From an optimization exercise on the open Yosys and OpenROAD flow, aimed at small area, a short achievable clock period and few clock cycles per item; shortcuts taken in it are not production practice.
Function was checked by simulation only, so behaviour that the tests miss may differ from the original.
No activity file was given, so power comes from the tool's default toggle rates.

// bit_chunk_lane_splitter_unit
module bit_chunk_lane_splitter_unit
(
   input  logic                  clock,
   input  logic                  reset,
   input  logic                  req_valid,
   output logic                  req_ready,
   input  logic                  req_action,
   input  logic [7:0]            req_data_byte,
   output logic                  rsp_valid,
   input  logic                  rsp_ready,
   output logic [3:0]            rsp_lane,
   output logic [7:0]            rsp_out_byte,
   output logic                  rsp_last,
   input  logic                  csr_we,
   input  logic [CSR_IDX_W-1:0]  csr_index,
   input  logic [CSR_DATA_W-1:0] csr_data
);
Size in the first run: about 2600 cells after synthesis, roughly 280 flip-flops, about 47 I/O pins, roughly 19000 µm² of cells after synthesis.
Settings: LEC_CHECK=0, ABC_AREA=1, CAP_MARGIN=20, CORE_MARGIN=2, CORE_UTILIZATION=40, CTS_BUF_LIST=sky130_fd_sc_hd__clkbuf_4 sky130_fd_sc_hd__clkbuf_8, SETUP_SLACK_MARGIN=2.4, SLEW_MARGIN=20; clock period 6.5 ns.
run.sh (not shown) runs the stock make flow with config.mk's settings and CLKGATE_MAP_FILE= SYNTH_SCRIPT=/design/flow/synth_recipe.tcl, a recipe that flattens the netlist after the stock synthesis.
Testbench counts at the start, summed over its fixed seeds: cycles 5,766, items 4,211.
==> next run, changes <==
- CTS_BUF_LIST: sky130_fd_sc_hd__clkbuf_4 sky130_fd_sc_hd__clkbuf_8 -> unset
- CTS_CLUSTER_DIAMETER: unset -> 150
- CTS_CLUSTER_SIZE: unset -> 20
- SETUP_SLACK_MARGIN: 2.4 -> 3.3
Outcome: Global-route usage came out higher by 0.79 points; maximum frequency is higher by a little under a tenth; hold slack is about the same; first-iteration DRC count shrinks slightly; non-clock buffer count rose by 105; synthesized area stays the same; via count grows by a few percent; utilization rose by 3.0 points; power goes up slightly; final area went up by a few percent; sequential share of layout area falls by 2.1 points.
==> next run, changes <==
- SETUP_SLACK_MARGIN: 3.3 -> 3.0
The changed run finished with timing, DRC and antenna clean.
Global-route usage goes down by 0.41 points.
Clock-buffer cell count rises by 2.
Power went down by about 3.7%.
==> next run, changes <==
- CTS_CLUSTER_DIAMETER: 150 -> unset
- CTS_CLUSTER_SIZE: 20 -> unset
- SETUP_SLACK_MARGIN: 3.0 -> 2.4
Result:
- The new run produced a clean layout
- fmax goes down by 6.4%
- register-to-register slack gets worse by 0.35 ns
- final area shrinks by 3.3%
- utilization fell by 1.6 points
- sequential share of layout area rises by 1.0 points
- worst setup slack loses 0.26 ns
- worst hold slack gets worse by 0.0083 ns
- global-route usage decreases by 0.41 points
- non-clock buffer count went down by 66
- clock skew goes down by 0.0046 ns
- first-iteration DRC count drops by 4.8%

Setup of before:
bit_chunk_lane_splitter_unit again, from the RTL that the note above started with.
==> flow/design.v (excerpt) <==
module bit_chunk_lane_splitter_unit
(
   input  logic                  clock,
   input  logic                  reset,
   input  logic                  req_valid,
   output logic                  req_ready,
   input  logic                  req_action,
   input  logic [7:0]            req_data_byte,
   output logic                  rsp_valid,
   input  logic                  rsp_ready,
   output logic [3:0]            rsp_lane,
   output logic [7:0]            rsp_out_byte,
   output logic                  rsp_last,
   input  logic                  csr_we,
   input  logic [CSR_IDX_W-1:0]  csr_index,
   input  logic [CSR_DATA_W-1:0] csr_data
);
==> flow/config.mk <==
export PLATFORM = sky130hd
export DESIGN_NAME = bit_chunk_lane_splitter_unit
export DESIGN_NICKNAME = bit_chunk_lane_splitter_unit
export VERILOG_FILES = /design/flow/design.v
export SDC_FILE = /design/flow/constraint.sdc
export NUM_CORES = 4
export LEC_CHECK = 0
export ABC_AREA = 1
export CAP_MARGIN = 20
export CORE_MARGIN = 2
export CORE_UTILIZATION = 40
export CTS_CLUSTER_DIAMETER = 150
export CTS_CLUSTER_SIZE = 26
export SETUP_SLACK_MARGIN = 3.0
export SLEW_MARGIN = 20
==> flow/constraint.sdc <==
create_clock -name core_clock -period 6.5 [get_ports {clock}]
set_input_delay 1.3000 -clock core_clock [delete_from_list [all_inputs] [get_ports {clock}]]
set_output_delay 1.3000 -clock core_clock [all_outputs]
set_load 0.01 [all_outputs]
The flow did not stop early for before: all stages ran, and the layout cleared the timing, design-rule and antenna checks.
Testbench counts of before, summed over its fixed seeds: cycles 5,766, items 4,211.
[inputs] after vs before
-- flow/config.mk --
<<< before, line 11
export CORE_UTILIZATION = 40
export CTS_CLUSTER_DIAMETER = 150
export CTS_CLUSTER_SIZE = 26
export SETUP_SLACK_MARGIN = 3.0
export SLEW_MARGIN = 20
>>> after, line 11
export CORE_UTILIZATION = 40
export CTS_CLUSTER_DIAMETER = 150
export CTS_CLUSTER_SIZE = 23
export SETUP_SLACK_MARGIN = 3.0
export SLEW_MARGIN = 20
export TNS_END_PERCENT = 0
## What came out
- after went all the way through synthesis, placement and routing and the layout is clean on timing, DRC and antenna.
- Number of vias per cell (after vs. before) increases slightly
- [after vs before] total of cells resized after clock tree synthesis: lower in after
- [after vs before] routed wire length: lower in after
- Between before and after, the flow reports non-filler instance count after layout decreasing slightly.
- Compared with before, after shows total power draw lower by 0.98%.
- Diff before -> after: power drawn by the sequential cells ~0 delta, flip-flop and latch count was more or less identical.

== raven ==
Starting RTL as in the previous note.
Design bit_chunk_lane_splitter_unit, start of the top module:
module bit_chunk_lane_splitter_unit
(
   input  logic                  clock,
   input  logic                  reset,
   input  logic                  req_valid,
   output logic                  req_ready,
   input  logic                  req_action,
   input  logic [7:0]            req_data_byte,
   output logic                  rsp_valid,
   input  logic                  rsp_ready,
   output logic [3:0]            rsp_lane,
   output logic [7:0]            rsp_out_byte,
   output logic                  rsp_last,
   input  logic                  csr_we,
   input  logic [CSR_IDX_W-1:0]  csr_index,
   input  logic [CSR_DATA_W-1:0] csr_data
);
Settings: LEC_CHECK=0, ABC_AREA=1, CAP_MARGIN=20, CORE_MARGIN=2, CORE_UTILIZATION=40, CTS_CLUSTER_DIAMETER=150, CTS_CLUSTER_SIZE=23, SETUP_SLACK_MARGIN=3.0, SLEW_MARGIN=20; clock period 6.5 ns.
Testbench counts of raven, summed over its fixed seeds: cycles 5,766, items 4,211.
For willow, these inputs were changed with respect to raven:
Settings: CTS_CLUSTER_SIZE removed (was 23); SETUP_SLACK_MARGIN changed from 3.0 to 2.7; CTS_CLUSTER_DIAMETER removed (was 150).
Results
- Compared with raven, willow shows measured slew at the worst slew-check pin higher by 47 ps.
- Average via count per standard cell (willow vs. raven) decreases slightly
- Going from raven to willow, worst hold slack ~0 delta; total power rose about 6.5%; register area neither gained nor lost much; worst slew margin relative to its limit shows a reduction of 3.2 points; relative contribution of combinational cells to total power now smaller.
- Looking only at register-to-register slack, and setting everything else aside, the higher value of raven and willow goes to raven.
- willow completed; timing, DRC and antenna clean
- raven reached the final stage; the timing, design-rule and antenna checks on its layout passed.
- Comparing raven and willow, the higher count of clock-buffer cells in the layout is on willow.
- Utilization after layout ends up lower on raven.

afterwards: timing with drivers on the ports:
The results above use ideal ports. As a check the final layouts listed here were re-extracted and re-timed, cells and wires unchanged. Step 1 sets driving cells, clkbuf_16 on the clock port and buf_2 on the other inputs (assumed; they add their load-dependent delay and slew). Step 2 also shifts input and output timing later by t, the mid clock arrival at the registers, as if the neighbouring blocks saw the same clock. Three values: ideal, step 1, step 2; two values: the first two.
run	t, ns	slack for setup (ns)	pins driven straight from the clock port
the first run of note 1	0.697	2.484 / 2.453 / 1.989	1
the second run of note 1	0.587	2.767 / 2.709 / 2.310	1
the third run of note 1	0.606	2.757 / 2.701 / 2.377	1
the fourth run of note 1	0.601	2.502 / 2.450 / 2.016	1
before	0.577	2.791 / 2.736 / 2.379	1
after	0.583	2.772 / 2.715 / 2.276	1
raven	0.596	2.757 / 2.701 / 2.386	1
willow	0.618	2.706 / 2.694 / 2.123	1
After both steps every run listed still meets setup and hold. The setup slack of willow, which loses most, moves by -0.012 ns with the drivers and by -0.583 ns with both steps.
